From an optimization exercise on the open Yosys and OpenROAD flow, aimed at small area, a short achievable clock period and few clock cycles per item; shortcuts taken in it are not production practice.
The RTL was checked by simulation tests, not by an equivalence proof against the original design.
No activity file was given, so power comes from the tool's default toggle rates.

`flow/run.sh`:
```
#!/bin/bash
# synth_recipe.tcl (not shown) runs the flow's synth.tcl, then flattens the netlist and writes it again
# the make line also repeats each setting of config.mk as NAME=value (left out here)
make -C /OpenROAD-flow-scripts/flow DESIGN_CONFIG=/design/flow/config.mk WORK_HOME=/design/flow/orfs CLKGATE_MAP_FILE= SYNTH_SCRIPT=/design/flow/synth_recipe.tcl finish
```
`flow/constraint.sdc`:
```
create_clock -name core_clock -period 5.0 [get_ports {clk}]
set_input_delay 1.0000 -clock core_clock [delete_from_list [all_inputs] [get_ports {clk}]]
set_output_delay 1.0000 -clock core_clock [all_outputs]
set_load 0.01 [all_outputs]
```
`flow/config.mk`:
```
export PLATFORM = sky130hd
export DESIGN_NAME = lkst_top
export DESIGN_NICKNAME = lkst_top
export VERILOG_FILES = /design/flow/design.v
export SDC_FILE = /design/flow/constraint.sdc
export NUM_CORES = 4
export LEC_CHECK = 0
export CAP_MARGIN = 20
export CORE_MARGIN = 2
export CORE_UTILIZATION = 45
export SLEW_MARGIN = 20
```
`flow/design.v`:
```
module lkst_top
(
    input  logic        clk,
    input  logic        rst_n,
    input  logic        in_valid,
    output logic        in_ready,
    input  logic        in_action,
    input  logic [31:0] in_now_tick,
    input  logic [7:0]  in_protocol,
    input  logic [31:0] in_sensor_id,
    input  logic [7:0]  in_channel,
    input  logic [15:0] in_temperature,
    input  logic [7:0]  in_humidity,
    input  logic [1:0]  in_battery,
    input  logic [2:0]  in_read_slot,
    output logic        out_valid,
    input  logic        out_ready,
    output logic [2:0]  out_slot_index,
    output logic        out_key_hit,
    output logic        out_evicted,
    output logic [3:0]  out_fill_count,
    output logic        out_slot_valid,
    output logic [7:0]  out_protocol,
    output logic [31:0] out_sensor_id,
    output logic [7:0]  out_channel,
    output logic [15:0] out_temperature,
    output logic [7:0]  out_humidity,
    output logic [1:0]  out_battery,
    output logic [31:0] out_age_ticks
);
    localparam int N = 8;
    logic [N-1:0]        r_valid;
    logic [N-1:0][47:0]  r_key;
    logic [N-1:0][25:0]  r_pay;
    logic [N-1:0][31:0]  r_seen;
    logic [N-1:0][N-1:0] r_old;
    logic [3:0]          r_count;
    logic                r_ovld;
    logic [2:0]          r_oslot;
    logic                r_ohit;
    logic                r_oevict;
    logic                r_osv;
    logic [47:0]         r_okey;
    logic [25:0]         r_opay;
    logic [31:0]         r_oage;
    logic [47:0]         key;
    logic [25:0]         pay;
    logic                accept;
    logic                up;
    logic [N-1:0]        eq;
    logic [N-1:0]        hit_oh;
    logic [N-1:0]        free_oh;
    logic [N-1:0]        lru_oh;
    logic [N-1:0]        slot_oh;
    logic [2:0]          slot;
    logic                hit;
    logic                full;
    logic [N-1:0]        wen;
    logic [N-1:0]        t_lt;    
    logic [N-1:0]        t_gt;    
    logic [N-1:0]        rd_sel;
    logic [47:0]         rd_key;
    logic [25:0]         rd_pay;
    logic [31:0]         rd_seen;
    logic                rd_valid;
    function automatic logic [N-1:0] first1(logic [N-1:0] v);
        logic         seen;
        first1 = '0;
        seen   = 1'b0;
        for (int i = 0; i < N; i++) begin
            first1[i] = v[i] && !seen;
            seen      = seen || v[i];
        end
    endfunction
    function automatic logic [1:0] cmp31(logic [30:0] a, logic [30:0] b);
        logic [31:0] g;
        logic [31:0] l;
        g = {1'b0, a & ~b};
        l = {1'b0, ~a & b};
        for (int w = 16; w >= 1; w = w / 2) begin
            for (int i = 0; i < w; i++) begin
                g[i] = g[2*i+1] | (!l[2*i+1] & g[2*i]);
                l[i] = l[2*i+1] | (!g[2*i+1] & l[2*i]);
            end
        end
        cmp31 = {g[0], l[0]};
    endfunction
    assign key      = {in_protocol, in_sensor_id, in_channel};
    assign pay      = {in_temperature, in_humidity, in_battery};
    assign in_ready = !r_ovld || out_ready;
    assign accept   = in_valid && in_ready;
    assign up       = accept && !in_action;
    always_comb begin
        for (int j = 0; j < N; j++) begin
            eq[j] = r_valid[j] && (r_key[j] == key);
        end
    end
    assign hit     = |eq;
    assign full    = &r_valid;
    assign hit_oh  = first1(eq);
    assign free_oh = first1(~r_valid);
    always_comb begin : lru_chain
        logic [N-1:0] p;
        logic         take;
        p = '0;
        p[0] = 1'b1;
        for (int i = 1; i < N; i++) begin
            take = |(p & r_old[i]);
            if (take) begin
                p = '0;
                p[i] = 1'b1;
            end
        end
        lru_oh = p;
    end
    assign slot_oh = hit ? hit_oh : (!full ? free_oh : lru_oh);
    assign wen     = up ? slot_oh : '0;
    always_comb begin
        slot = '0;
        for (int i = 0; i < N; i++) begin
            if (slot_oh[i]) slot = slot | 3'(i);
        end
    end
    always_comb begin : tick_cmp
        logic [1:0] c;
        logic       x;
        for (int j = 0; j < N; j++) begin
            c = cmp31(in_now_tick[30:0], r_seen[j][30:0]);
            x = in_now_tick[31] ^ r_seen[j][31];
            t_lt[j] = x ^ c[0];
            t_gt[j] = x ^ c[1];
        end
    end
    always_comb begin
        rd_key  = '0;
        rd_pay  = '0;
        rd_seen = '0;
        for (int j = 0; j < N; j++) begin
            rd_sel[j] = r_valid[j] && (in_read_slot == 3'(j));
            rd_key  = rd_key  | (r_key[j]  & {48{rd_sel[j]}});
            rd_pay  = rd_pay  | (r_pay[j]  & {26{rd_sel[j]}});
            rd_seen = rd_seen | (r_seen[j] & {32{rd_sel[j]}});
        end
    end
    assign rd_valid = |rd_sel;
    always_ff @(posedge clk) begin
        for (int j = 0; j < N; j++) begin
            if (wen[j]) begin
                r_key[j]  <= key;
                r_pay[j]  <= pay;
                r_seen[j] <= in_now_tick;
            end
        end
        for (int i = 1; i < N; i++) begin
            for (int j = 0; j < i; j++) begin
                if (wen[i]) begin
                    r_old[i][j] <= t_lt[j];
                end else if (wen[j]) begin
                    r_old[i][j] <= t_gt[i];
                end
            end
        end
        if (accept) begin
            r_oslot  <= in_action ? in_read_slot : slot;
            r_ohit   <= !in_action && hit;
            r_oevict <= !in_action && !hit && full;
            r_osv    <= !in_action || rd_valid;
            r_okey   <= in_action ? rd_key : key;
            r_opay   <= in_action ? rd_pay : pay;
            r_oage   <= (in_action && rd_valid) ? in_now_tick - rd_seen : '0;
        end
    end
    always_ff @(posedge clk) begin
        if (!rst_n) begin
            r_valid <= '0;
            r_count <= '0;
            r_ovld  <= 1'b0;
        end else begin
            r_valid <= r_valid | wen;
            if (up && !hit && !full) begin
                r_count <= r_count + 4'd1;
            end
            if (accept) begin
                r_ovld <= 1'b1;
            end else if (out_ready) begin
                r_ovld <= 1'b0;
            end
        end
    end
    assign out_valid      = r_ovld;
    assign out_slot_index = r_oslot;
    assign out_key_hit    = r_ohit;
    assign out_evicted    = r_oevict;
    assign out_fill_count = r_count;
    assign out_slot_valid = r_osv;
    assign {out_protocol, out_sensor_id, out_channel} = r_okey;
    assign {out_temperature, out_humidity, out_battery} = r_opay;
    assign out_age_ticks  = r_oage;
endmodule
```
==> results_dict.tcl, run 1 <==
set metrics [dict create \
    io_pins 232 \
    dieHeight_um 336 \
    worst_pin_slew_ns 1.09 \
    synthTopCellsByCount "edfxtp_1, xor2_1, nor2_1" \
    postRouteWirelength_um 193000 \
    clkLatencyLatePin_ns 0.72 \
    syn_inst 3938 \
    drc_errors 0 \
    rsz0062_at_grt "no" \
    ys_ff_latch 1001 \
    track_usage 0.337 \
    min_to "r_count[3]" \
    cp-startpoint "in_read_slot[1]" \
    fin_skew_ns 0.0326 \
    grt_max_degree 75 \
    yosysUniqueCellTypes 90 \
    cp_max_fo 7 \
    fmax_mhz 220 \
    cts_tree "yes" \
    hpwlAfterDp_um 142000 \
    intPower_w 0.0146 \
    synthFlopType "edfxtp_1" \
    r2r_end "r_oage[30]" \
    gp_congestion 1.04 \
    pwr-share-clk 0.411 \
    worstPathRequired_ns 5.46 \
    synthTopCellsByArea "edfxtp_1, xor2_1, a221oi_1, a22o_1, xnor2_1" \
    routedWlPerCell_um 31.5 \
    synth_fp_nets 4085 \
    initial_utilization 0.455 \
    syn_area_sq_um 49600 \
    path_clk_slew_ns 0.06 \
    overflow 0 \
    synth_seq_area_share 0.604 \
    numCtsBuffers 107 \
    hold_buffers 0 \
    die_area_sq_um 113000 \
    vias_per_cell 6.38 \
    h-tree-depth 3 \
    grt_pass1_wl_um 272000 \
    first_pass_iters 6 \
    synth_top_area_share 0.598 \
    status "complete, no violations" \
    swShare 0.249 \
    drive_gt1_frac 0.167 \
    seq_power_share 0.485 \
    setup_slack_ns 0.446 \
    holdPathStages 2 \
    hold_path_class "register to register" \
    grt_pass1_vias 37000 \
    synth.avg_cell_area_sq_um 12.6 \
    peakVddDrop_mv 0.261 \
    antenna_found_initial 5 \
    core_sq_um 109000 \
    p_leak_nw 20.9 \
    fin_nets 4770 \
    yosysWarnings 22 \
    p_per_area_nw_per_um2 317 \
    die-width_um 336 \
    hold_viol 0 \
    cts.sinks 1001 \
    place_ws_ns -0.639 \
    clockBufferDepth 3 \
    vias 39100 \
    final_core_util 0.563 \
    portBuffers 231 \
    maxCapViolCount 0 \
    power_frac_comb 0.104 \
    setup_viol 0 \
    drtIter0Drc 4986 \
    max_slew_margin 0.274 \
    ff2ff_setup_slack_ns 0.66 \
    p_switching_w 0.00483 \
    final.min_clock_period_ns 4.55 \
    reg2regPathDepth 18 \
    cp.arrival_ns 5.02 \
    ant_nets 0 \
    slew_viol_final 0 \
    crit_type "input port to register" \
    rows 121 \
    cts_root_buffer "clkbuf_16" \
    end_kind "register" \
    min-delay-start "r_count[3]" \
    synth.most_common_cell "edfxtp_1" \
    worstReg2RegStart "r_valid[4]" \
    start_kind "input port" \
    finalCritPeriodShare 0.911 \
    fillCellCount 9082 \
    synth_edf_count 988 \
    synthArstFlopShare 0 \
    hold_slack_ns 0.509 \
    area_growth_pct 23.8 \
    synth_top_area_cell "edfxtp_1" \
]
-- per-stage QoR --
stage               total power (W)  cell area [sq um]  cells  TNS [ns]
floorplan                    0.0104              49800   3938    -86.35
global placement             0.0116              57900   5928     -8.07
detailed placement           0.0116              57900   5928    -20.37
CTS                          0.0195              61400   6129         0
global route                 0.0199              61400   6130         0
finish                       0.0194              61400   6131         0
-- layout by cell type, fill, tap and decap left out, types with 65 or more instances in the layout --
| cell type | n |
|---|---|
| edfxtp_1 | 988 |
| nor4_1 | 114 |
| nor2_1 | 211 |
| clkbuf_16 | 110 |
| buf_4 | 507 |
| o21ai_0 | 147 |
| a22oi_1 | 122 |
| nand2b_1 | 82 |
| nand2_1 | 129 |
| xor2_1 | 270 |
| a31oi_1 | 109 |
| maj3_1 | 75 |
| a21oi_1 | 151 |
| inv_1 | 106 |
| nand4_1 | 65 |
| a221oi_1 | 175 |
| clkdlybuf4s50_1 | 229 |
| xnor2_1 | 159 |
| a22o_1 | 166 |
-- kinds of logic (layout without fill, tap and decap cells) --
| kind of cell | count (synthesis) | in the layout | synth area share |
|---|---|---|---|
| mux | 22 | 22 | 0.00454 |
| flops | 1001 | 1001 | 0.604 |
| fa+ha+maj | 108 | 108 | 0.0236 |
| buf+inv | 329 | 1106 | 0.0257 |
| compound gates | 1129 | 1129 | 0.165 |
| xor+xnor | 429 | 429 | 0.0758 |
| simple gates | 920 | 920 | 0.102 |
| other cells | 0 | 2 | 0 |
-- sequential cells by signal (all words and copies together), names as in the netlist --
name	cells
r_key	384
r_seen	256
r_pay	208
r_okey	48
r_oage	32
r_old	28
r_opay	26
r_valid	8
r_count	4
r_oslot	3
r_oevict	1
r_ohit	1
r_osv	1
r_ovld	1
-- layer usage --
layer	track usage	wire length [um]
met5	0	18
met4	0.183	11700
met3	0.0467	15300
met2	0.538	89400
met1	0.447	76800
-- cell type report --
| cell class | instances | area [sq um] | share of cell area |
|---|---|---|---|
| inverters | 116 | 452 | 0.00736 |
| clock buffers | 131 | 2840 | 0.0463 |
| diodes | 2 | 5.00 | 0.0000815 |
| repair buffers | 789 | 7140 | 0.116 |
| multi-input cells | 2608 | 18600 | 0.303 |
| clock inverters | 70 | 657 | 0.0107 |
| well taps | 1414 | 1770 | 0.0288 |
| flip-flops and latches | 1001 | 29900 | 0.488 |
-- worst max-delay path by stage --
stage,to,slack [ns],depth (start not counted)
floorplan,r_key[144],-0.49,7
global placement,r_oage[28],-0.56,20
detailed placement,r_oage[28],-0.64,19
CTS,r_oage[28],0.13,20
global route,r_oage[28],0.20,20
finish,r_oage[30],0.45,20
-- critical path, stage by stage --
cell and delay [ns]:
clkdlybuf4s50_1 0.48, inv_1 0.20, nor4b_4 0.39, buf_12 0.17
a22oi_1 0.07, nand4_1 0.10, ha_1 0.17, inv_1 0.06
fa_1 0.41, a21o_1 0.22, nand4_1 0.12, a31oi_1 0.13
o311ai_0 0.35, buf_4 0.19, a31oi_2 0.14, a311oi_1 0.27
nor2b_1 0.12, a21oi_1 0.19, xor2_1 0.17, nor2_1 0.06
-- power by group through the flow --
stage / combinational, W / clock, W / sequential, W
finish: 0.00202 / 0.00799 / 0.00943
floorplan: 0.000820 / 0 / 0.00963
detailed placement: 0.00198 / 0 / 0.00961
global route: 0.00212 / 0.00839 / 0.00944
global placement: 0.00198 / 0 / 0.00961
CTS: 0.00199 / 0.00808 / 0.00943
-- what timing repair did --
item                       CTS  global route
buffers inserted             0             0
setup endpoints to repair    0             3
hold endpoints to repair     0             0
resized for setup            0             3
Testbench counts, summed over its fixed seeds: cycles 4,808, items 4,800.
==> run 2: changes to the inputs <==
--- a/flow/config.mk
+++ b/flow/config.mk
@@ -8,4 +8,5 @@
 export CAP_MARGIN = 20
 export CORE_MARGIN = 2
 export CORE_UTILIZATION = 45
+export SETUP_SLACK_MARGIN = 2.0
 export SLEW_MARGIN = 20
==> results_dict.tcl, run 2 <==
set metrics [dict create \
    clkLatencyLatePin_ns 0.74 \
    maxCapViolCount 0 \
    synth_top_area_cell "edfxtp_1" \
    synth.most_common_cell "edfxtp_1" \
    first_pass_iters 13 \
    cts_tree "yes" \
    final.min_clock_period_ns 4.00 \
    pwr-share-clk 0.412 \
    final_core_util 0.638 \
    fillCellCount 8177 \
    start_kind "input port" \
    fin_nets 5050 \
    synthFlopType "edfxtp_1" \
    drive_gt1_frac 0.284 \
    holdPathStages 2 \
    cts.sinks 1001 \
    rsz0062_at_grt "yes" \
    track_usage 0.382 \
    p_per_area_nw_per_um2 289 \
    vias_per_cell 6.49 \
    p_switching_w 0.00500 \
    reg_top3 "r_key x384, r_seen x256, r_pay x208" \
    synth_top_area_share 0.598 \
    p_leak_nw 24.2 \
    synth_edf_count 988 \
    worstPathRequired_ns 5.49 \
    grt_pass1_wl_um 302000 \
    die-width_um 336 \
    intPower_w 0.0151 \
    ant_nets 0 \
    postRouteWirelength_um 221000 \
    numCtsBuffers 109 \
    end_kind "register" \
    antenna_found_initial 7 \
    synth.avg_cell_area_sq_um 12.6 \
    h-tree-depth 3 \
    syn_area_sq_um 49600 \
    max_slew_margin 0.234 \
    yosysUniqueCellTypes 90 \
    synthArstFlopShare 0 \
    synthTopCellsByCount "edfxtp_1, xor2_1, nor2_1" \
    yosysWarnings 22 \
    final_cell_mix "edfxtp_1, buf_4, xor2_1" \
    overflow 0 \
    fin_skew_ns 0.0376 \
    synth_fp_nets 4085 \
    clockBufferDepth 3 \
    worst_pin_slew_ns 1.14 \
    die_area_sq_um 113000 \
    syn_inst 3938 \
    hold_path_class "register to register" \
    cts_root_buffer "clkbuf_16" \
    drc_errors 0 \
    largest_register_ffs 384 \
    synthTopCellsByArea "edfxtp_1, xor2_1, a221oi_1, a22o_1, xnor2_1" \
    placed_area_sq_um 57300 \
    layout_commonest_cell "edfxtp_1" \
    setup_viol 0 \
    seq_power_share 0.469 \
    area_growth_pct 40.3 \
    dieHeight_um 336 \
    routedWlPerCell_um 34.5 \
    ys_ff_latch 1001 \
    grt_pass1_vias 39400 \
    reg2regPathDepth 19 \
    hpwlAfterDp_um 144000 \
    cp_max_fo 8 \
    path_clk_slew_ns 0.06 \
    setup_slack_ns 0.997 \
    final_cell_area_sq_um 69500 \
    vias 41600 \
    peakVddDrop_mv 0.294 \
    cp.arrival_ns 4.49 \
    power_frac_comb 0.119 \
    finalCritPeriodShare 0.801 \
    gp_congestion 1.02 \
    grt_max_degree 113 \
    fin_setup_tns_ns 0 \
    core_sq_um 109000 \
    initial_utilization 0.455 \
    rows 121 \
    crit_type "input port to register" \
    place_ws_ns -0.374 \
    status "complete, no violations" \
    slew_viol_final 0 \
    top_register "r_key" \
    drtIter0Drc 5547 \
    swShare 0.249 \
    hold_viol 0 \
    fmax_mhz 250 \
    io_pins 232 \
    synth_seq_area_share 0.604 \
    portBuffers 231 \
]
==> run 2: repair_timing <==
| action | CTS | global route |
|---|---|---|
| endpoints found under the setup margin | 1017 | 953 |
| gates cloned | 107 | 6 |
| hold buffers | 0 | 0 |
| gates resized for setup | 802 | 175 |
| setup buffers | 173 | 60 |
| pin swaps | 152 | 92 |
==> run 2: worst paths after layout <==
check | start | endpoint | slack [ns]
worst min register to register | r_count[3] | r_count[3] | 0.50
worst max register to register | r_valid[4] | r_oage[28] | 1.01
worst min-delay path | r_count[3] | r_count[3] | 0.50
worst max-delay path | in_protocol[4] | r_key[47] | 1.0
==> run 2: power groups by stage <==
stage          sequential, W  combinational (W)  clock, W
4_1_cts              0.00943            0.00226   0.00836
3_5_place_dp         0.00961            0.00197         0
5_1_grt              0.00944            0.00247   0.00866
6_report             0.00943            0.00238   0.00829
2_1_floorplan        0.00963           0.000854         0
3_3_place_gp         0.00961            0.00197         0
==> run 2: worst max-delay path, stage by stage <==
cell,delay (ns)
dlygate4sd2_1,0.32
buf_4,0.19
xnor2_1,0.73
nand4_1,0.18
nor2_1,0.29
nand4_1,0.19
o2111ai_4,0.31
or3_4,0.21
buf_6,0.11
a21oi_2,0.03
o21ai_1,0.21
buf_6,0.17
buf_12,0.13
clkinv_16,0.10
buf_12,0.15
buf_16,0.13
==> run 2: cell families after synthesis <==
| group | Yosys count | synth area share |
|---|---|---|
| AOI/OAI and AO/OA | 1129 | 0.165 |
| xor gates and xnor gates | 429 | 0.0758 |
| adders and majority gates | 108 | 0.0236 |
| buffers and inverters | 329 | 0.0257 |
| DFF | 1001 | 0.604 |
| muxes | 22 | 0.00454 |
| and+or+nand+nor | 920 | 0.102 |
==> run 2: layout make-up <==
class / instances / area (sq um) / share of cell area
clock inverter: 69 / 746 / 0.0107
multi-input combinational: 2611 / 20900 / 0.301
tap: 1414 / 1770 / 0.0254
antenna: 1 / 2.50 / 0.0000360
timing repair buffer: 1059 / 12700 / 0.183
sequential: 1001 / 29900 / 0.431
timing repair inverter: 5 / 93.8 / 0.00135
clock buffer: 134 / 2870 / 0.0413
inverter: 116 / 478 / 0.00687
==> run 2: metal layers <==
metal / GRT usage / share of wire
met1: 0.477 / 0.38
met2: 0.610 / 0.46
met3: 0.0683 / 0.084
met4: 0.261 / 0.082
met5: 0 / 0.00026
==> run 2: stage by stage <==
stage | std cells | hold slack, ns | total power [W]
floorplan | 3938 | 0.484 | 0.0105
global placement | 5860 | 0.479 | 0.0116
detailed placement | 5860 | 0.501 | 0.0116
CTS | 6343 | 0.511 | 0.0201
global route | 6409 | 0.541 | 0.0206
finish | 6410 | 0.498 | 0.0201
==> run 3: changes to the inputs <==
--- a/flow/design.v
+++ b/flow/design.v
@@ -35,6 +35,14 @@
     logic [N-1:0][31:0]  r_seen;
     logic [N-1:0][N-1:0] r_old;
     logic [3:0]          r_count;
+    logic                r_pv;
+    logic                r_act;
+    logic [47:0]         r_ikey;
+    logic [25:0]         r_ipay;
+    logic [31:0]         r_tick;
+    logic [2:0]          r_rslot;
+    logic [N-1:0]        r_mv;     
+    logic [N-1:0]        r_rsel;   
     logic                r_ovld;
     logic [2:0]          r_oslot;
     logic                r_ohit;
@@ -44,10 +52,12 @@
     logic [25:0]         r_opay;
     logic [31:0]         r_oage;
     logic [47:0]         key;
-    logic [25:0]         pay;
     logic                accept;
+    logic                out_free;
+    logic                fire;
     logic                up;
     logic [N-1:0]        eq;
+    logic                eq_prev;
     logic [N-1:0]        hit_oh;
     logic [N-1:0]        free_oh;
     logic [N-1:0]        lru_oh;
@@ -58,7 +68,6 @@
     logic [N-1:0]        wen;
     logic [N-1:0]        t_lt;    
     logic [N-1:0]        t_gt;    
-    logic [N-1:0]        rd_sel;
     logic [47:0]         rd_key;
     logic [25:0]         rd_pay;
     logic [31:0]         rd_seen;
@@ -86,18 +95,20 @@
         cmp31 = {g[0], l[0]};
     endfunction
     assign key      = {in_protocol, in_sensor_id, in_channel};
-    assign pay      = {in_temperature, in_humidity, in_battery};
-    assign in_ready = !r_ovld || out_ready;
+    assign out_free = !r_ovld || out_ready;
+    assign fire     = r_pv && out_free;
+    assign in_ready = !r_pv || out_free;
     assign accept   = in_valid && in_ready;
-    assign up       = accept && !in_action;
+    assign up       = fire && !r_act;
     always_comb begin
         for (int j = 0; j < N; j++) begin
-            eq[j] = r_valid[j] && (r_key[j] == key);
-        end
-    end
-    assign hit     = |eq;
+            eq[j] = r_key[j] == key;
+        end
+    end
+    assign eq_prev = r_ikey == key;
+    assign hit     = |r_mv;
     assign full    = &r_valid;
-    assign hit_oh  = first1(eq);
+    assign hit_oh  = first1(r_mv);
     assign free_oh = first1(~r_valid);
     always_comb begin : lru_chain
         logic [N-1:0] p;
@@ -125,8 +136,8 @@
         logic [1:0] c;
         logic       x;
         for (int j = 0; j < N; j++) begin
-            c = cmp31(in_now_tick[30:0], r_seen[j][30:0]);
-            x = in_now_tick[31] ^ r_seen[j][31];
+            c = cmp31(r_tick[30:0], r_seen[j][30:0]);
+            x = r_tick[31] ^ r_seen[j][31];
             t_lt[j] = x ^ c[0];
             t_gt[j] = x ^ c[1];
         end
@@ -136,19 +147,29 @@
         rd_pay  = '0;
         rd_seen = '0;
         for (int j = 0; j < N; j++) begin
-            rd_sel[j] = r_valid[j] && (in_read_slot == 3'(j));
-            rd_key  = rd_key  | (r_key[j]  & {48{rd_sel[j]}});
-            rd_pay  = rd_pay  | (r_pay[j]  & {26{rd_sel[j]}});
-            rd_seen = rd_seen | (r_seen[j] & {32{rd_sel[j]}});
-        end
-    end
-    assign rd_valid = |rd_sel;
+            rd_key  = rd_key  | (r_key[j]  & {48{r_rsel[j]}});
+            rd_pay  = rd_pay  | (r_pay[j]  & {26{r_rsel[j]}});
+            rd_seen = rd_seen | (r_seen[j] & {32{r_rsel[j]}});
+        end
+    end
+    assign rd_valid = |r_rsel;
     always_ff @(posedge clk) begin
+        if (accept) begin
+            r_act   <= in_action;
+            r_ikey  <= key;
+            r_ipay  <= {in_temperature, in_humidity, in_battery};
+            r_tick  <= in_now_tick;
+            r_rslot <= in_read_slot;
+            for (int j = 0; j < N; j++) begin
+                r_mv[j]   <= wen[j] ? eq_prev : (r_valid[j] && eq[j]);
+                r_rsel[j] <= (in_read_slot == 3'(j)) && (r_valid[j] || wen[j]);
+            end
+        end
         for (int j = 0; j < N; j++) begin
             if (wen[j]) begin
-                r_key[j]  <= key;
-                r_pay[j]  <= pay;
-                r_seen[j] <= in_now_tick;
+                r_key[j]  <= r_ikey;
+                r_pay[j]  <= r_ipay;
+                r_seen[j] <= r_tick;
             end
         end
         for (int i = 1; i < N; i++) begin
@@ -160,14 +181,14 @@
                 end
             end
         end
-        if (accept) begin
-            r_oslot  <= in_action ? in_read_slot : slot;
-            r_ohit   <= !in_action && hit;
-            r_oevict <= !in_action && !hit && full;
-            r_osv    <= !in_action || rd_valid;
-            r_okey   <= in_action ? rd_key : key;
-            r_opay   <= in_action ? rd_pay : pay;
-            r_oage   <= (in_action && rd_valid) ? in_now_tick - rd_seen : '0;
+        if (fire) begin
+            r_oslot  <= r_act ? r_rslot : slot;
+            r_ohit   <= !r_act && hit;
+            r_oevict <= !r_act && !hit && full;
+            r_osv    <= !r_act || rd_valid;
+            r_okey   <= r_act ? rd_key : r_ikey;
+            r_opay   <= r_act ? rd_pay : r_ipay;
+            r_oage   <= (r_act && rd_valid) ? r_tick - rd_seen : '0;
         end
     end
     always_ff @(posedge clk) begin
@@ -175,12 +196,18 @@
             r_valid <= '0;
             r_count <= '0;
             r_ovld  <= 1'b0;
+            r_pv    <= 1'b0;
         end else begin
             r_valid <= r_valid | wen;
             if (up && !hit && !full) begin
                 r_count <= r_count + 4'd1;
             end
             if (accept) begin
+                r_pv <= 1'b1;
+            end else if (fire) begin
+                r_pv <= 1'b0;
+            end
+            if (fire) begin
                 r_ovld <= 1'b1;
             end else if (out_ready) begin
                 r_ovld <= 1'b0;
==> results_dict.tcl, run 3 <==
set metrics [dict create \
    status "complete, no violations" \
    initial_utilization 0.454 \
    drtIter0Drc 6376 \
    cts_root_buffer "clkbuf_16" \
    grt_pass1_vias 37400 \
    ff2ff_setup_slack_ns 1.57 \
    synth_top_area_share 0.634 \
    end_kind "register" \
    synthTopCellsByArea "edfxtp_1, xor2_1, xnor2_1, a221oi_1, a22o_1" \
    dieHeight_um 346 \
    clkLatencyLatePin_ns 0.78 \
    worstPathRequired_ns 5.46 \
    io_pins 232 \
    final-seq-area_sq_um 33700 \
    grt_use_met2 0.487 \
    synth.most_common_cell "edfxtp_1" \
    cp_max_fo 22 \
    fillCellCount 8769 \
    start_kind "register" \
    final.min_clock_period_ns 3.43 \
    p_per_area_nw_per_um2 319 \
    place_ws_ns 0.656 \
    final_core_util 0.604 \
    hold_path_class "register to register" \
    r2r_end "r_oage[19]" \
    die_area_sq_um 120000 \
    placed_cells 5578 \
    slowest_delay_ns 0.37 \
    hold_buffers 0 \
    finalCritPeriodShare 0.686 \
    cts.sinks 1128 \
    hold_slack_ns 0.533 \
    worstReg2RegStart "r_rsel[2]" \
    syn_area_sq_um 52800 \
    rsz0062_at_grt "yes" \
    reg2regPathDepth 15 \
    grt_max_degree 113 \
    holdPathStages 1 \
    drc_errors 0 \
    overflow 0 \
    crit_type "register to register" \
    critPathSlowestCell "edfxtp_1" \
    yosysUniqueCellTypes 102 \
    yosysWarnings 22 \
    reg_top3 "r_key x384, r_seen x256, r_pay x208" \
    gp_congestion 1.05 \
    slew_viol_final 0 \
    grt_use_met3 0.0750 \
    setup_slack_ns 1.57 \
    crit_path_frequent_cell "buf_4" \
    maxCapViolCount 0 \
    syn_inst 3943 \
    synthArstFlopShare 0 \
    synth_seq_area_share 0.639 \
    antenna_found_initial 20 \
    fmax_mhz 292 \
    synthFlopType "edfxtp_1" \
    synthTopCellsByCount "edfxtp_1, xor2_1, xnor2_1" \
    portBuffers 231 \
    ant_nets 0 \
    p_leak_nw 24.2 \
    hpwlAfterDp_um 125000 \
    grt_util_met1 0.451 \
    die-width_um 346 \
    fin_skew_ns 0.0994 \
    vias 41300 \
    postRouteWirelength_um 216000 \
    cp.arrival_ns 3.89 \
    drive_gt1_frac 0.230 \
    hold_viol 0 \
    layout_commonest_cell "edfxtp_1" \
    largest_register_ffs 384 \
    busiest_layer "met2" \
    vias_per_cell 6.60 \
    first_pass_iters 6 \
    track_usage 0.327 \
    setup_viol 0 \
    top_register "r_key" \
    synth.avg_cell_area_sq_um 13.4 \
    ys_ff_latch 1128 \
    max_slew_margin 0.265 \
    numCtsBuffers 120 \
    area_growth_pct 33.1 \
    synth_top_area_cell "edfxtp_1" \
    multi_input_area_sq_um 19500 \
    final_cell_mix "edfxtp_1, buf_4, xor2_1" \
    min_to "r_ovld" \
    min-delay-start "r_pv" \
    layout.cells.non_filler 6249 \
    core_sq_um 116000 \
    peakVddDrop_mv 0.282 \
    cts_tree "yes" \
    synth_fp_nets 4090 \
    routedWlPerCell_um 34.5 \
    fin_nets 4767 \
    path_cells "buf_4, buf_8, a22oi_2, and4_4, ha_4, a211o_1, or3_1, o31a_1, nand4_1, and2_4, buf_4, o21ai_2, a21oi_2, xor2_1, nor2_1" \
    worst_pin_slew_ns 1.10 \
    grt_pass1_wl_um 281000 \
    clockBufferDepth 3 \
    h-tree-depth 3 \
    synth_edf_count 1114 \
    rows 125 \
    path_clk_slew_ns 0.06 \
]
## run 3: changes by cell type after synthesis, sizes merged, moves of 18 or more
cell / change
nor3: -22
nor4b: -18
xor2: -39
nor2: -26
nand2: -18
edfxtp: +126
xnor2: +63
a22oi: +25
nor4: -48
## run 3: logic make-up (layout without fill, tap and decap cells)
group	count (synthesis)	count (layout)	synth area share
AO/OA/AOI/OAI	1129	1129	0.154
XOR/XNOR	453	453	0.0752
adder cells (fa/ha/maj)	102	102	0.0211
buffers and inverters	354	1133	0.0261
flip-flops	1128	1128	0.639
multiplexers	34	34	0.00704
other	0	3	0
AND/OR/NAND/NOR	743	743	0.0771
## run 3: how the worst max path moves through the flow
stage                   startpoint         end  cells past startpoint
floorplan                out_ready   r_old[32]                      8
global placement    in_protocol[5]     r_mv[2]                      8
detailed placement  in_protocol[5]     r_mv[2]                      8
CTS                      r_rsel[7]  r_oage[30]                     14
global route             r_rsel[3]  r_oage[21]                     14
finish                   r_rsel[2]  r_oage[19]                     15
## run 3: layout make-up
class | count | area share
timing repair buffer | 775 | 0.147
clock buffer | 140 | 0.0438
multi-input combinational | 2461 | 0.278
sequential | 1128 | 0.480
tap | 1524 | 0.0272
clock inverter | 84 | 0.0139
inverter | 127 | 0.00779
timing repair inverter | 7 | 0.00198
antenna | 3 | 0.000107
## run 3: power by group
part / switching [W] / internal [W]
Clock: 0.00394 / 0.00530
Sequential: 0.000170 / 0.0106
Combinational: 0.00148 / 0.000953
## run 3: stage by stage
stage | setup TNS [ns] | total power (W) | cell area, sq um
2_1_floorplan | -97.59 | 0.0119 | 53000
3_3_place_gp | 0 | 0.0128 | 57300
3_5_place_dp | 0 | 0.0128 | 57300
4_1_cts | 0 | 0.0222 | 66300
5_1_grt | 0 | 0.0229 | 70200
6_report | 0 | 0.0224 | 70200
## run 3: layer usage
layer  wire length, um  part of all wire
met1             81500              0.38
met2             94500              0.44
met3             26000              0.12
met4             13700             0.064
met5               154           0.00071
## run 3: worst max-delay path: cells and delay by family, from the launching register on
family / cells / cell delay [ns]
AO/OA/AOI/OAI: 5 / 0.95
AND/OR/NAND/NOR: 5 / 0.94
buffers and inverters: 3 / 0.50
flip-flops: 1 / 0.37
XOR/XNOR: 1 / 0.21
adder cells (fa/ha/maj): 1 / 0.20
## run 3: what timing repair did
action,in CTS,in global routing
setup buffers,207,108
cloned,47,82
pin swaps,76,93
gates resized for setup,434,304
endpoints found under the setup margin,949,918
Testbench counts of run 3, summed over its fixed seeds: cycles 4,816, items 4,800.
==> run 4: changes to the inputs <==
--- a/flow/design.v
+++ b/flow/design.v
@@ -37,11 +37,12 @@
     logic [3:0]          r_count;
     logic                r_pv;
     logic                r_act;
-    logic [47:0]         r_ikey;
+    logic [47:0]         r_ikey;   
     logic [25:0]         r_ipay;
     logic [31:0]         r_tick;
     logic [2:0]          r_rslot;
-    logic [N-1:0]        r_mv;     
+    logic [N-1:0]        r_hoh;    
+    logic                r_hit;    
     logic [N-1:0]        r_rsel;   
     logic                r_ovld;
     logic [2:0]          r_oslot;
@@ -57,6 +58,7 @@
     logic                fire;
     logic                up;
     logic [N-1:0]        eq;
+    logic [N-1:0]        mv;
     logic                eq_prev;
     logic [N-1:0]        hit_oh;
     logic [N-1:0]        free_oh;
@@ -70,8 +72,9 @@
     logic [N-1:0]        t_gt;    
     logic [47:0]         rd_key;
     logic [25:0]         rd_pay;
-    logic [31:0]         rd_seen;
     logic                rd_valid;
+    logic [N-1:0]        in_rdec;
+    logic [31:0]         in_seen;
     function automatic logic [N-1:0] first1(logic [N-1:0] v);
         logic         seen;
         first1 = '0;
@@ -106,23 +109,40 @@
         end
     end
     assign eq_prev = r_ikey == key;
-    assign hit     = |r_mv;
+    always_comb begin
+        for (int j = 0; j < N; j++) begin
+            mv[j] = wen[j] ? eq_prev : (r_valid[j] && eq[j]);
+        end
+    end
+    assign hit     = r_hit;
     assign full    = &r_valid;
-    assign hit_oh  = first1(r_mv);
+    assign hit_oh  = r_hoh;
     assign free_oh = first1(~r_valid);
-    always_comb begin : lru_chain
+    function automatic logic [N-1:0] lru_steps(logic [N-1:0] p0, int lo, int hi,
+                                               logic [N-1:0][N-1:0] old);
         logic [N-1:0] p;
         logic         take;
-        p = '0;
-        p[0] = 1'b1;
+        p = p0;
         for (int i = 1; i < N; i++) begin
-            take = |(p & r_old[i]);
-            if (take) begin
-                p = '0;
-                p[i] = 1'b1;
-            end
-        end
-        lru_oh = p;
+            if (i >= lo && i <= hi) begin
+                take = |(p & old[i]);
+                if (take) begin
+                    p = '0;
+                    p[i] = 1'b1;
+                end
+            end
+        end
+        lru_steps = p;
+    endfunction
+    always_comb begin : lru_chain
+        logic [N-1:0] q;
+        logic [N-1:0] r;
+        q = lru_steps(8'b1, 1, 3, r_old);
+        lru_oh = '0;
+        for (int c = 0; c < 4; c++) begin
+            r = lru_steps(8'(1 << c), 4, 7, r_old);
+            lru_oh = lru_oh | (r & {N{q[c]}});
+        end
     end
     assign slot_oh = hit ? hit_oh : (!full ? free_oh : lru_oh);
     assign wen     = up ? slot_oh : '0;
@@ -145,24 +165,30 @@
     always_comb begin
         rd_key  = '0;
         rd_pay  = '0;
-        rd_seen = '0;
         for (int j = 0; j < N; j++) begin
             rd_key  = rd_key  | (r_key[j]  & {48{r_rsel[j]}});
             rd_pay  = rd_pay  | (r_pay[j]  & {26{r_rsel[j]}});
-            rd_seen = rd_seen | (r_seen[j] & {32{r_rsel[j]}});
         end
     end
     assign rd_valid = |r_rsel;
+    always_comb begin
+        in_seen = '0;
+        for (int j = 0; j < N; j++) begin
+            in_rdec[j] = in_read_slot == 3'(j);
+            in_seen    = in_seen | ((wen[j] ? r_tick : r_seen[j]) & {32{in_rdec[j]}});
+        end
+    end
     always_ff @(posedge clk) begin
         if (accept) begin
             r_act   <= in_action;
-            r_ikey  <= key;
+            r_ikey  <= in_action ? {16'b0, in_seen} : key;
             r_ipay  <= {in_temperature, in_humidity, in_battery};
             r_tick  <= in_now_tick;
             r_rslot <= in_read_slot;
+            r_hoh   <= first1(mv);
+            r_hit   <= |mv;
             for (int j = 0; j < N; j++) begin
-                r_mv[j]   <= wen[j] ? eq_prev : (r_valid[j] && eq[j]);
-                r_rsel[j] <= (in_read_slot == 3'(j)) && (r_valid[j] || wen[j]);
+                r_rsel[j] <= in_rdec[j] && (r_valid[j] || wen[j]);
             end
         end
         for (int j = 0; j < N; j++) begin
@@ -188,7 +214,7 @@
             r_osv    <= !r_act || rd_valid;
             r_okey   <= r_act ? rd_key : r_ikey;
             r_opay   <= r_act ? rd_pay : r_ipay;
-            r_oage   <= (r_act && rd_valid) ? r_tick - rd_seen : '0;
+            r_oage   <= (r_act && rd_valid) ? r_tick - r_ikey[31:0] : '0;
         end
     end
     always_ff @(posedge clk) begin
==> flow/flow/run.sh (new file) <==
#!/bin/bash
# The standard layout, with a plain buffer on each port and CTS without
# dummy balancing loads.
set -euo pipefail
export BUFFER_PORTS_ARGS="-buffer_cell sky130_fd_sc_hd__buf_2"
export CTS_ARGS="-sink_clustering_enable -repair_clock_nets -dont_use_dummy_load"
bash standard.sh > standard.log 2>&1
==> flow/standard.sh (new file) <==
#!/bin/bash
# synth_recipe.tcl (not shown) runs the flow's synth.tcl, then flattens the netlist and writes it again
# the make line also repeats each setting of config.mk as NAME=value (left out here)
make -C /OpenROAD-flow-scripts/flow DESIGN_CONFIG=/design/flow/config.mk WORK_HOME=/design/flow/orfs CLKGATE_MAP_FILE= SYNTH_SCRIPT=/design/flow/synth_recipe.tcl "${@:-finish}"
removed: flow/run.sh
==> results_dict.tcl, run 4 <==
set metrics [dict create \
    status "complete, no violations" \
    overflow 0 \
    reg2regPathDepth 13 \
    end_kind "register" \
    synthTopCellsByArea "edfxtp_1, dfxtp_1, maj3_1, xor2_1, xnor2_1" \
    routedWlPerCell_um 33.9 \
    clkLatencyLatePin_ns 0.79 \
    fmax_mhz 269 \
    layout_commonest_cell "edfxtp_1" \
    finalCritPeriodShare 0.742 \
    top_register "r_key" \
    final.min_clock_period_ns 3.71 \
    min_to "r_ipay[25]" \
    die_area_sq_um 124000 \
    clockBufferDepth 3 \
    setup_viol 0 \
    cts_tree "yes" \
    grt_max_degree 160 \
    peakVddDrop_mv 0.398 \
    initial_utilization 0.454 \
    hold_viol 0 \
    synth_seq_area_share 0.572 \
    syn_inst 4435 \
    synth.most_common_cell "edfxtp_1" \
    cp.arrival_ns 4.21 \
    path_clk_slew_ns 0.06 \
    ys_ff_latch 1129 \
    core_sq_um 120000 \
    max_slew_margin 0.209 \
    track_usage 0.338 \
    drc_errors 0 \
    cp_max_fo 5 \
    syn_area_sq_um 54600 \
    io_pins 232 \
    synth_fp_nets 4582 \
    fin_setup_tns_ns 0 \
    worst_pin_slew_ns 1.19 \
    final_core_util 0.553 \
    dieHeight_um 352 \
    ant_nets 0 \
    crit_type "register to register" \
    portBuffers 231 \
    synth.avg_cell_area_sq_um 12.3 \
    fin_skew_ns 0.0959 \
    area_growth_pct 21.6 \
    worstPathRequired_ns 5.50 \
    grt_pass1_vias 39300 \
    maxCapViolCount 0 \
    synthFlopType "edfxtp_1" \
    fin_nets 5029 \
    holdPathStages 1 \
    reg_top3 "r_key x384, r_seen x256, r_pay x208" \
    synth_top_area_share 0.473 \
    rsz0062_at_grt "yes" \
    drtIter0Drc 5932 \
    yosysUniqueCellTypes 91 \
    die-width_um 352 \
    h-tree-depth 4 \
    final-seq-area_sq_um 31200 \
    slew_viol_final 0 \
    numCtsBuffers 131 \
    hold_path_class "input port to register" \
    synthTopCellsByCount "edfxtp_1, dfxtp_1, xor2_1" \
    cts_root_buffer "clkbuf_16" \
    ff2ff_setup_slack_ns 1.29 \
    antenna_found_initial 19 \
    vias 41600 \
    start_kind "register" \
    cts.sinks 1129 \
    drive_gt1_frac 0.256 \
    hpwlAfterDp_um 137000 \
    vias_per_cell 6.41 \
    hold_buffers 0 \
    yosysWarnings 18 \
    multi_input_area_sq_um 23600 \
    rows 127 \
    gp_congestion 1.02 \
    fillCellCount 10100 \
    min-delay-start "in_temperature[15]" \
    synth_edf_count 859 \
    p_leak_nw 24.0 \
    worstReg2RegStart "r_old[35]" \
    synth_top_area_cell "edfxtp_1" \
    largest_register_ffs 384 \
    first_pass_iters 6 \
    final_cell_mix "edfxtp_1, dfxtp_1, buf_2" \
    r2r_end "r_ikey[7]" \
    grt_pass1_wl_um 298000 \
    synthArstFlopShare 0 \
    p_per_area_nw_per_um2 372 \
    postRouteWirelength_um 220000 \
]
[run 4: cell count changes after synthesis, moves of 31 or more]
cell	delta
nand2b_1	+55
inv_1	+33
o32a_1	+31
mux2i_1	+40
nor2b_1	+78
maj3_1	+152
o21ai_0	+87
dfxtp_1	+256
edfxtp_1	-255
a22oi_1	-139
mux2_2	+127
a21oi_1	-31
[run 4: what timing repair did]
item,CTS,global route
resized for setup,353,280
pin swaps,98,109
gates cloned,26,20
buffers inserted,133,75
setup endpoints to repair,820,387
[run 4: area by class of cell]
cell class	count	share of cell area
Inverter	169	0.0119
Timing Repair inverter	14	0.00484
Antenna cell	3	0.000113
Clock buffer	131	0.0494
Tap cell	1612	0.0304
Multi-Input combinational cell	2863	0.355
Timing Repair Buffer	574	0.0780
Sequential cell	1129	0.470
[run 4: cells by family after synthesis]
family          Yosys count  synth area share
fa+ha+maj               253            0.0480
flops                  1129             0.572
xor+xnor                437            0.0704
mux                     224            0.0465
buf+inv                 450            0.0322
simple gates            870            0.0861
compound gates         1072             0.145
[run 4: metrics by stage]
stage          cell area [sq um]  worst slack [ns]  std cells  power (W)  hold WS [ns]
2_1_floorplan              54800            0.0743       4435     0.0142         0.443
4_1_cts                    64100              1.46       6397     0.0244         0.340
5_1_grt                    66400              1.21       6493     0.0254         0.372
6_report                   66400              1.29       6495     0.0247         0.382
3_3_place_gp               57800             0.707       6107     0.0157         0.472
3_5_place_dp               57800             0.672       6107     0.0157         0.475
[run 4: critical path: stages, from the launching register on]
cell	delay, ns
edfxtp_1	0.50
or2_4	0.32
o221a_4	0.28
nor3_2	0.29
a21oi_2	0.11
a311oi_2	0.41
nand2_4	0.10
buf_16	0.17
buf_12	0.16
inv_16	0.10
mux2_4	0.31
and2_1	0.13
a221o_1	0.25
o32a_1	0.33
[run 4: where the power goes]
group	switching [W]	total, W	internal [W]	leakage, nW
sequential	0.000575	0.0115	0.0109	10.2
combinational	0.00302	0.00510	0.00208	12.3
clock	0.00358	0.00815	0.00457	1.61
total	0.00718	0.0247	0.0176	24.0
[run 4: routing by layer]
metal,global-route usage,wire [um],vias up,share of wire
met2,0.516,97400,2588,0.44
met1,0.443,83700,20800,0.38
met3,0.0741,24000,591,0.11
met4,0.195,14700,12,0.067
li1,-,-,17700,-
met5,0,76,-,0.00035
[run 4: worst max path at each step]
stage | start | end | slack, ns
2_1_floorplan | out_ready | r_hit | 0.07
3_3_place_gp | out_ready | r_ikey[17] | 0.71
3_5_place_dp | out_ready | r_ikey[18] | 0.67
4_1_cts | r_old[44] | r_ikey[18] | 1.46
5_1_grt | r_old[44] | r_ikey[29] | 1.21
6_report | r_old[35] | r_ikey[7] | 1.29
Testbench counts of run 4, summed over its fixed seeds: cycles 4,816, items 4,800.
==> run 5: changes to the inputs <==
==> flow/run.sh (new file) <==
#!/bin/bash
# synth_recipe.tcl (not shown) runs the flow's synth.tcl, then flattens the netlist and writes it again
# the make line also repeats each setting of config.mk as NAME=value (left out here)
make -C /OpenROAD-flow-scripts/flow DESIGN_CONFIG=/design/flow/config.mk WORK_HOME=/design/flow/orfs CLKGATE_MAP_FILE= SYNTH_SCRIPT=/design/flow/synth_recipe.tcl finish
removed: flow/flow/run.sh
removed: flow/standard.sh
==> results_dict.tcl, run 5 <==
set metrics [dict create \
    slew_viol_final 0 \
    cts.sinks 1129 \
    top_register "r_key" \
    hold_path_class "register to register" \
    reg_top3 "r_key x384, r_seen x256, r_pay x208" \
    fmax_mhz 273 \
    p_leak_nw 24.9 \
    cts_tree "yes" \
    initial_utilization 0.454 \
    end_kind "register" \
    syn_area_sq_um 54600 \
    worst_pin_slew_ns 1.15 \
    final.min_clock_period_ns 3.66 \
    dieHeight_um 352 \
    ff2ff_setup_slack_ns 1.34 \
    r2r_end "r_ikey[17]" \
    cts_root_buffer "clkbuf_16" \
    clkLatencyLatePin_ns 0.78 \
    status "complete, no violations" \
    synth_top_area_cell "edfxtp_1" \
    synth.most_common_cell "edfxtp_1" \
    gp_congestion 1.09 \
    rows 127 \
    cp-startpoint "r_old[35]" \
    cp_max_fo 7 \
    layout_commonest_cell "edfxtp_1" \
    rsz0062_at_grt "yes" \
    synthArstFlopShare 0 \
    synth_top_area_share 0.473 \
    fin_nets 5099 \
    finalCritPeriodShare 0.733 \
    drc_errors 0 \
    fin_skew_ns 0.0778 \
    final_core_util 0.574 \
    syn_inst 4435 \
    placed_area_sq_um 59600 \
    yosysUniqueCellTypes 91 \
    p_per_area_nw_per_um2 371 \
    peakVddDrop_mv 0.329 \
    reg2regPathDepth 11 \
    synth_fp_nets 4582 \
    numCtsBuffers 120 \
    synth.avg_cell_area_sq_um 12.3 \
    ys_ff_latch 1129 \
    hpwlAfterDp_um 140000 \
    yosysWarnings 18 \
    hold_slack_ns 0.490 \
    drtIter0Drc 5246 \
    grt_pass1_vias 39200 \
    core_sq_um 120000 \
    worstPathRequired_ns 5.46 \
    cp.arrival_ns 4.13 \
    area_growth_pct 26.3 \
    place_ws_ns 0.0143 \
    power_w 0.0256 \
    synth_edf_count 859 \
    vias_per_cell 6.30 \
    antenna_found_initial 15 \
    grt_max_degree 92 \
    fillCellCount 9837 \
    maxCapViolCount 0 \
    synthFlopType "edfxtp_1" \
    hold_buffers 0 \
    crit_type "register to register" \
    synthTopCellsByCount "edfxtp_1, dfxtp_1, xor2_1" \
    drive_gt1_frac 0.242 \
    die_area_sq_um 124000 \
    synthTopCellsByArea "edfxtp_1, dfxtp_1, maj3_1, xor2_1, xnor2_1" \
    portBuffers 231 \
    routedWlPerCell_um 32.5 \
    final_cell_area_sq_um 68900 \
    synth_seq_area_share 0.572 \
    path_clk_slew_ns 0.07 \
    setup_slack_ns 1.34 \
    grt_pass1_wl_um 297000 \
    ant_nets 0 \
    overflow 0 \
    die-width_um 352 \
    hold_viol 0 \
    clockBufferDepth 3 \
    first_pass_iters 9 \
    postRouteWirelength_um 217000 \
    start_kind "register" \
    largest_register_ffs 384 \
    min-delay-start "r_seen[20]" \
    track_usage 0.333 \
    vias 42000 \
    h-tree-depth 3 \
    crit_end "r_ikey[17]" \
    final_cell_mix "edfxtp_1, buf_4, dfxtp_1" \
    io_pins 232 \
    setup_viol 0 \
    worstReg2RegStart "r_old[35]" \
    max_slew_margin 0.237 \
]
[run 5: cell types whose count changed in the layout (fill, tap and decap cells not counted), moves of 19 or more]
cell,delta
dlygate4sd2_1,+26
clkbuf_1,+24
clkinv_2,+30
clkinv_1,+23
buf_4,+93
clkbuf_16,-19
buf_2,-228
clkdlybuf4s50_1,+182
[run 5: worst min path at each step]
stage | to | slack [ns] | depth (start not counted)
after detailed placement | r_seen[20] | 0.48 | 2
after global routing | r_seen[16] | 0.52 | 2
final | r_seen[20] | 0.49 | 2
after global placement | r_seen[254] | 0.47 | 2
after CTS | r_seen[20] | 0.49 | 2
after floorplan | r_seen[12] | 0.44 | 2
[run 5: cells by family (layout without fill, tap and decap cells)]
group | after synthesis | count (layout) | synth area share
compound gates | 1072 | 1073 | 0.145
other cells | 0 | 2 | 0
mux | 224 | 224 | 0.0465
buf+inv | 450 | 1065 | 0.0322
xor+xnor | 437 | 437 | 0.0704
flops | 1129 | 1129 | 0.572
simple gates | 870 | 871 | 0.0861
fa+ha+maj | 253 | 253 | 0.0480
[run 5: report_power, final]
group | total, W | internal (W) | leakage (nW) | switching, W
logic | 0.00518 | 0.00221 | 12.8 | 0.00298
clock network | 0.00890 | 0.00494 | 1.89 | 0.00396
registers | 0.0115 | 0.0109 | 10.2 | 0.000583
[run 5: cell type report]
type	instances	area, sq um	share of cell area
sequential	1129	31200	0.453
multi-input combinational	2858	23900	0.346
timing repair buffer	656	6800	0.0987
clock buffer	148	3150	0.0457
tap	1612	2020	0.0293
inverter	169	787	0.0114
clock inverter	74	698	0.0101
timing repair inverter	18	380	0.00552
antenna	2	5.00	0.0000726
[run 5: critical path: stages, from the launching register on]
cell,delay [ns]
edfxtp_1,0.53
or2_4,0.31
o221a_4,0.27
or4b_4,0.55
a21oi_4,0.25
nand2_8,0.09
buf_12,0.15
buf_16,0.15
mux2_4,0.31
a221oi_2,0.29
o21ai_1,0.14
o32a_1,0.33
[run 5: what timing repair did]
item                                    4_1_cts  5_1_grt
buffers inserted                            128       84
gates cloned                                 27       13
pin swaps                                   119      133
endpoints found under the setup margin      886      562
resized for setup                           522      247
[run 5: through the flow]
stage	std cells	TNS, ns
finish	6666	0
floorplan	4435	0
global route	6665	0
global placement	6189	-0.0430
detailed placement	6189	0
CTS	6566	0
[run 5: per-layer routing]
| layer | GRT usage | vias to the layer above | share of wire |
|---|---|---|---|
| li1 | - | 17900 | - |
| met2 | 0.506 | 2666 | 0.44 |
| met4 | 0.179 | 6 | 0.069 |
| met5 | 0 | - | 0.00032 |
| met1 | 0.439 | 20900 | 0.38 |
| met3 | 0.0822 | 604 | 0.11 |
==> run 6: changes to the inputs <==
--- a/flow/design.v
+++ b/flow/design.v
@@ -44,6 +44,9 @@
     logic [N-1:0]        r_hoh;    
     logic                r_hit;    
     logic [N-1:0]        r_rsel;   
+    logic [N-1:0]        r_tlt;    
+    logic [N-1:0]        r_tgt;    
+    logic [N-1:0]        r_lru;    
     logic                r_ovld;
     logic [2:0]          r_oslot;
     logic                r_ohit;
@@ -70,6 +73,9 @@
     logic [N-1:0]        wen;
     logic [N-1:0]        t_lt;    
     logic [N-1:0]        t_gt;    
+    logic                f_lt;    
+    logic                f_gt;
+    logic [N-1:0]        lru_next;
     logic [47:0]         rd_key;
     logic [25:0]         rd_pay;
     logic                rd_valid;
@@ -134,16 +140,27 @@
         end
         lru_steps = p;
     endfunction
-    always_comb begin : lru_chain
+    function automatic logic [N-1:0] lru_pick(logic [N-1:0][N-1:0] old);
         logic [N-1:0] q;
         logic [N-1:0] r;
-        q = lru_steps(8'b1, 1, 3, r_old);
-        lru_oh = '0;
+        q = lru_steps(8'b1, 1, 3, old);
+        lru_pick = '0;
         for (int c = 0; c < 4; c++) begin
-            r = lru_steps(8'(1 << c), 4, 7, r_old);
-            lru_oh = lru_oh | (r & {N{q[c]}});
-        end
-    end
+            r = lru_steps(8'(1 << c), 4, 7, old);
+            lru_pick = lru_pick | (r & {N{q[c]}});
+        end
+    endfunction
+    always_comb begin : lru_after
+        logic [N*N-1:0] m;
+        lru_next = '0;
+        for (int k = 0; k < N; k++) begin
+            m = r_old;
+            for (int j = 0; j < k; j++) m[k*N+j] = r_tlt[j];
+            for (int i = k + 1; i < N; i++) m[i*N+k] = r_tgt[i];
+            lru_next = lru_next | (lru_pick(m) & {N{wen[k]}});
+        end
+    end
+    assign lru_oh = r_lru;
     assign slot_oh = hit ? hit_oh : (!full ? free_oh : lru_oh);
     assign wen     = up ? slot_oh : '0;
     always_comb begin
@@ -156,11 +173,15 @@
         logic [1:0] c;
         logic       x;
         for (int j = 0; j < N; j++) begin
-            c = cmp31(r_tick[30:0], r_seen[j][30:0]);
-            x = r_tick[31] ^ r_seen[j][31];
+            c = cmp31(in_now_tick[30:0], r_seen[j][30:0]);
+            x = in_now_tick[31] ^ r_seen[j][31];
             t_lt[j] = x ^ c[0];
             t_gt[j] = x ^ c[1];
         end
+        c = cmp31(in_now_tick[30:0], r_tick[30:0]);
+        x = in_now_tick[31] ^ r_tick[31];
+        f_lt = x ^ c[0];
+        f_gt = x ^ c[1];
     end
     always_comb begin
         rd_key  = '0;
@@ -189,6 +210,8 @@
             r_hit   <= |mv;
             for (int j = 0; j < N; j++) begin
                 r_rsel[j] <= in_rdec[j] && (r_valid[j] || wen[j]);
+                r_tlt[j]  <= wen[j] ? f_lt : t_lt[j];
+                r_tgt[j]  <= wen[j] ? f_gt : t_gt[j];
             end
         end
         for (int j = 0; j < N; j++) begin
@@ -201,11 +224,14 @@
         for (int i = 1; i < N; i++) begin
             for (int j = 0; j < i; j++) begin
                 if (wen[i]) begin
-                    r_old[i][j] <= t_lt[j];
+                    r_old[i][j] <= r_tlt[j];
                 end else if (wen[j]) begin
-                    r_old[i][j] <= t_gt[i];
+                    r_old[i][j] <= r_tgt[i];
                 end
             end
+        end
+        if (|wen) begin
+            r_lru <= lru_next;
         end
         if (fire) begin
             r_oslot  <= r_act ? r_rslot : slot;
==> results_dict.tcl, run 6 <==
set metrics [dict create \
    synth_edf_count 881 \
    start_kind "register" \
    syn_area_sq_um 57400 \
    cp_max_fo 4 \
    top_register "r_key" \
    synth.avg_cell_area_sq_um 10.5 \
    cts_tree "yes" \
    cts.sinks 1151 \
    placed_cells 7207 \
    worstPathRequired_ns 5.57 \
    maxCapViolCount 0 \
    final.min_clock_period_ns 3.33 \
    synth_top_area_cell "edfxtp_1" \
    fin_nets 6036 \
    synthArstFlopShare 0 \
    clkLatencyLatePin_ns 0.80 \
    first_pass_iters 8 \
    vias_per_cell 6.39 \
    synthTopCellsByArea "edfxtp_1, dfxtp_1, nand2_1, xor2_1, xnor2_1" \
    synth_top_area_share 0.461 \
    multi_input_area_sq_um 24900 \
    core_sq_um 127000 \
    postRouteWirelength_um 244000 \
    rsz0062_at_grt "yes" \
    reg_top3 "r_key x384, r_seen x256, r_pay x208" \
    synthFlopType "edfxtp_1" \
    rows 131 \
    overflow 0 \
    gp_congestion 1.06 \
    worstReg2RegStart "r_ikey[0]" \
    min-delay-start "r_seen[12]" \
    synth_seq_area_share 0.555 \
    synthTopCellsByCount "edfxtp_1, nand2_1, o21ai_0" \
    peakVddDrop_mv 0.319 \
    final-seq-area_sq_um 31900 \
    io_pins 232 \
    place_ws_ns 0.373 \
    synth.most_common_cell "edfxtp_1" \
    final_cell_mix "edfxtp_1, nand2_1, buf_4" \
    vias 48900 \
    track_usage 0.360 \
    p_per_area_nw_per_um2 374 \
    numCtsBuffers 131 \
    path_clk_slew_ns 0.06 \
    p_leak_nw 25.6 \
    layout.cells.non_filler 7659 \
    status "complete, no violations" \
    end_kind "register" \
    yosysUniqueCellTypes 87 \
    finalCritPeriodShare 0.666 \
    max_slew_margin 0.216 \
    dieHeight_um 361 \
    h-tree-depth 4 \
    crit_type "register to register" \
    hold_path_class "register to register" \
    fin_skew_ns 0.0315 \
    layout_commonest_cell "edfxtp_1" \
    final_core_util 0.552 \
    initial_utilization 0.452 \
    cp.arrival_ns 3.90 \
    grt_pass1_vias 44900 \
    fin_setup_tns_ns 0 \
    ant_nets 0 \
    final_cell_area_sq_um 70200 \
    grt_pass1_wl_um 336000 \
    fmax_mhz 300 \
    largest_register_ffs 384 \
    ys_ff_latch 1151 \
    die_area_sq_um 131000 \
    hold_viol 0 \
    setup_slack_ns 1.67 \
    area_growth_pct 22.3 \
    clockBufferDepth 3 \
    slew_viol_final 0 \
    cp-startpoint "r_ikey[0]" \
    hpwlAfterDp_um 165000 \
    die-width_um 361 \
    grt_max_degree 160 \
    synth_fp_nets 5629 \
    syn_inst 5482 \
    drive_gt1_frac 0.162 \
    drtIter0Drc 7015 \
    yosysWarnings 18 \
    placed_area_sq_um 62200 \
    hold_buffers 0 \
    fillCellCount 10900 \
    routedWlPerCell_um 31.8 \
    cts_root_buffer "clkbuf_16" \
    antenna_found_initial 11 \
    setup_viol 0 \
    portBuffers 231 \
    worst_pin_slew_ns 1.17 \
    drc_errors 0 \
]
-- run 6: cell types whose count changed after synthesis, sizes merged, moves of 107 or more --
cell / before / now
a21oi: 130 / 250
maj3: 220 / 112
mux2: 157 / 12
nand2: 133 / 857
nor2: 162 / 279
o21ai: 246 / 353
-- run 6: power by group --
part	internal, W	total [W]	switching (W)	leakage (nW)
Combinational	0.00174	0.00470	0.00296	13.1
Sequential	0.0110	0.0116	0.000579	10.4
Clock	0.00573	0.00997	0.00423	2.12
-- run 6: per-layer routing --
layer	wire [um]	share of wire	track usage
met1	95500	0.39	0.481
met2	107000	0.44	0.550
met3	26500	0.11	0.0789
met4	15100	0.062	0.188
met5	71	0.00029	0
-- run 6: final timing paths --
kind           endpoint  slack [ns]  depth (start not counted)
max          r_oage[26]        1.67                         13
min          r_seen[12]        0.47                          2
max reg2reg  r_oage[26]        1.67                         13
min reg2reg  r_seen[12]        0.47                          2
-- run 6: cell families after synthesis --
| family | after synthesis | share of synthesized area |
|---|---|---|
| buffers and inverters | 588 | 0.0401 |
| muxes | 36 | 0.00654 |
| AOI/OAI and AO/OA | 1483 | 0.176 |
| DFF | 1151 | 0.555 |
| adders and majority gates | 145 | 0.0268 |
| xor gates and xnor gates | 424 | 0.0647 |
| and+or+nand+nor | 1655 | 0.131 |
-- run 6: timing repair --
item                                    in CTS  in global routing
pin swaps                                   52                 68
endpoints found under the hold margin        0                  0
endpoints found under the setup margin     573                170
gates resized for setup                    372                196
setup buffers                              129                 75
gates cloned                                 4                  3
-- run 6: area by class of cell --
cell class / count / share of cell area
antenna: 6 / 0.000214
inverter: 222 / 0.0140
multi-input combinational: 3743 / 0.355
clock buffer: 156 / 0.0492
timing repair inverter: 4 / 0.000499
clock inverter: 79 / 0.0134
timing repair buffer: 636 / 0.0844
tap: 1662 / 0.0296
sequential: 1151 / 0.454
-- run 6: worst max-delay path, stage by stage, from the launching register on --
cell,delay (ns)
edfxtp_1,0.47
ha_4,0.21
fa_2,0.36
nor2b_4,0.14
o21ai_2,0.07
a21boi_2,0.18
o211ai_1,0.18
o21ai_2,0.30
o211ai_1,0.22
a21oi_2,0.28
buf_4,0.15
a31oi_2,0.09
xor2_1,0.16
nor2_2,0.29
-- run 6: stage by stage --
stage / hold slack (ns) / total power, W
after detailed placement: 0.459 / 0.0158
after floorplan: 0.436 / 0.0141
after CTS: 0.468 / 0.0260
after global placement: 0.457 / 0.0158
after global routing: 0.482 / 0.0270
final: 0.466 / 0.0262
Testbench counts of run 6, summed over its fixed seeds: cycles 4,816, items 4,800.
==> run 7: changes to the inputs <==
==> flow/flow/run.sh (new file) <==
#!/bin/bash
# The standard layout, with a plain buffer on each port and CTS with
# smaller clock buffers and without dummy balancing loads.
set -euo pipefail
export BUFFER_PORTS_ARGS="-buffer_cell sky130_fd_sc_hd__buf_2"
export CTS_ARGS="-sink_clustering_enable -repair_clock_nets -dont_use_dummy_load -buf_list sky130_fd_sc_hd__clkbuf_8"
bash standard.sh > standard.log 2>&1
==> flow/standard.sh (new file) <==
#!/bin/bash
# synth_recipe.tcl (not shown) runs the flow's synth.tcl, then flattens the netlist and writes it again
# the make line also repeats each setting of config.mk as NAME=value (left out here)
make -C /OpenROAD-flow-scripts/flow DESIGN_CONFIG=/design/flow/config.mk WORK_HOME=/design/flow/orfs CLKGATE_MAP_FILE= SYNTH_SCRIPT=/design/flow/synth_recipe.tcl "${@:-finish}"
--- a/flow/config.mk
+++ b/flow/config.mk
@@ -10,3 +10,4 @@
 export CORE_UTILIZATION = 45
 export SETUP_SLACK_MARGIN = 2.0
 export SLEW_MARGIN = 20
+export TNS_END_PERCENT = 5
removed: flow/run.sh
==> results_dict.tcl, run 7 <==
set metrics [dict create \
    status "complete, no violations" \
    end_kind "register" \
    maxCapViolCount 0 \
    seq_power_share 0.506 \
    grt_max_degree 113 \
    synth.most_common_cell "edfxtp_1" \
    hold_slack_ns 0.252 \
    hpwlAfterDp_um 159000 \
    core_sq_um 127000 \
    io_pins 232 \
    grt_pass1_wl_um 329000 \
    yosysWarnings 18 \
    overflow 0 \
    clkLatencyLatePin_ns 0.93 \
    synth_top_area_cell "edfxtp_1" \
    hold_path_class "input port to register" \
    rows 131 \
    rsz0062_at_grt "yes" \
    drtIter0Drc 6912 \
    postRouteWirelength_um 234000 \
    clockBufferDepth 3 \
    path_cells "buf_4, o41ai_1, nor2_1, a222oi_1, o31a_1, o22ai_1, a2111oi_0, nand4_1" \
    final_cell_mix "edfxtp_1, nand2_1, o21ai_0" \
    gp_congestion 1.04 \
    path_clk_slew_ns 0.06 \
    synthTopCellsByCount "edfxtp_1, nand2_1, o21ai_0" \
    cts_root_buffer "clkbuf_8" \
    drive_gt1_frac 0.144 \
    hold_viol 0 \
    fin_skew_ns 0.0906 \
    top_register "r_key" \
    synthFlopType "edfxtp_1" \
    syn_area_sq_um 57400 \
    h-tree-depth 4 \
    max_slew_margin 0.258 \
    slew_viol_final 0 \
    synthTopCellsByArea "edfxtp_1, dfxtp_1, nand2_1, xor2_1, xnor2_1" \
    first_pass_iters 6 \
    setup_viol 0 \
    die_area_sq_um 131000 \
    area_growth_pct 12.8 \
    slowest_delay_ns 0.60 \
    drc_errors 0 \
    numCtsBuffers 197 \
    yosysUniqueCellTypes 87 \
    ant_nets 0 \
    layout_commonest_cell "edfxtp_1" \
    reg_top3 "r_key x384, r_seen x256, r_pay x208" \
    vias_per_cell 6.45 \
    p_switching_w 0.00696 \
    portBuffers 231 \
    track_usage 0.349 \
    pwr-share-clk 0.308 \
    syn_inst 5482 \
    cts.sinks 1151 \
    worst_pin_slew_ns 1.10 \
    cp.arrival_ns 3.82 \
    synth.avg_cell_area_sq_um 10.5 \
    final.min_clock_period_ns 3.25 \
    initial_utilization 0.452 \
    p_per_area_nw_per_um2 353 \
    ys_ff_latch 1151 \
    synth_edf_count 881 \
    power_frac_comb 0.186 \
    worstPathRequired_ns 5.57 \
    routedWlPerCell_um 31.4 \
    synth_top_area_share 0.461 \
    swShare 0.304 \
    vias 48100 \
    synth_fp_nets 5629 \
    cts_tree "yes" \
    largest_register_ffs 384 \
    p_leak_nw 23.5 \
    die-width_um 361 \
    fin_nets 5933 \
    synthArstFlopShare 0 \
    critPathSlowestCell "o41ai_1" \
    fmax_mhz 308 \
    synth_seq_area_share 0.555 \
    grt_pass1_vias 44600 \
    crit_type "register to register" \
    intPower_w 0.0159 \
    finalCritPeriodShare 0.650 \
    dieHeight_um 361 \
    cp_max_fo 16 \
    start_kind "register" \
    antenna_found_initial 23 \
    peakVddDrop_mv 0.280 \
    fin_setup_tns_ns 0 \
]
==> run 7: final cells by class <==
cell class,count,area (sq um)
Tap cell,1662,2080
Inverter,222,917
Fill cell,11600,62400
Timing Repair inverter,5,43.8
Sequential cell,1151,31900
Antenna cell,13,32.5
Timing Repair Buffer,466,3190
Multi-Input combinational cell,3743,23900
Clock buffer,197,2710
==> run 7: critical path, delay by kind of cell, from the launching register on <==
family                 cells  cell delay (ns)
flip-flops                 1             0.54
AND/OR/NAND/NOR            2             0.33
buffers and inverters      1             0.28
AO/OA/AOI/OAI              5             1.81
==> run 7: worst paths after layout <==
path / slack (ns) / depth (start not counted) / to / from
worst max-delay path: 1.75 / 8 / r_lru[5] / r_tlt[3]
worst max register to register: 1.75 / 8 / r_lru[5] / r_tlt[3]
worst min-delay path: 0.25 / 1 / r_ipay[24] / in_temperature[14]
worst min register to register: 0.47 / 2 / r_seen[179] / r_seen[179]
==> run 7: stage by stage <==
| step | power [W] | std cells | utilization | area [sq um] | setup slack (ns) |
|---|---|---|---|---|---|
| floorplan | 0.0141 | 5482 | - | 57500 | 1.15 |
| global placement | 0.0156 | 7107 | 0.473 | 60200 | 0.864 |
| detailed placement | 0.0156 | 7107 | 0.473 | 60200 | 0.820 |
| CTS | 0.0228 | 7411 | 0.506 | 64400 | 1.72 |
| global route | 0.0237 | 7455 | 0.509 | 64800 | 1.66 |
| finish | 0.0229 | 7459 | 0.509 | 64800 | 1.75 |
==> run 7: power by group through the flow <==
stage | Sequential (W) | Combinational [W] | Clock, W
after floorplan | 0.0116 | 0.00251 | 0
after global placement | 0.0119 | 0.00369 | 0
after detailed placement | 0.0119 | 0.00371 | 0
after CTS | 0.0116 | 0.00406 | 0.00711
after global routing | 0.0116 | 0.00454 | 0.00750
final | 0.0116 | 0.00426 | 0.00704
==> run 7: layer usage <==
| layer | global-route usage | vias to the layer above | routed length (um) |
|---|---|---|---|
| li1 | - | 20800 | - |
| met1 | 0.485 | 23500 | 93300 |
| met2 | 0.520 | 3256 | 101000 |
| met3 | 0.0747 | 551 | 27100 |
| met4 | 0.168 | 14 | 12600 |
| met5 | 0 | - | 135 |
==> run 7: logic make-up (layout without fill, tap and decap cells) <==
family | Yosys count | in the layout | synth area share
muxes | 36 | 36 | 0.00654
buffers and inverters | 588 | 890 | 0.0401
and+or+nand+nor | 1655 | 1655 | 0.131
DFF | 1151 | 1151 | 0.555
other | 0 | 13 | 0
xor gates and xnor gates | 424 | 424 | 0.0647
adders and majority gates | 145 | 145 | 0.0268
AOI/OAI and AO/OA | 1483 | 1483 | 0.176
==> run 7: repair_timing <==
item,CTS,global route
buffers inserted,102,35
hold buffers,0,0
setup endpoints to repair,511,120
pin swaps,35,11
cloned,5,0
resized for setup,137,32

Check on run 7: ideal ports give 1.749 ns setup slack; a clkbuf_16 on the clock port and buf_2 on the inputs give 1.749 ns; moving port delays by the midpoint clock arrival (0.972 ns) as well gives 0.859 ns.
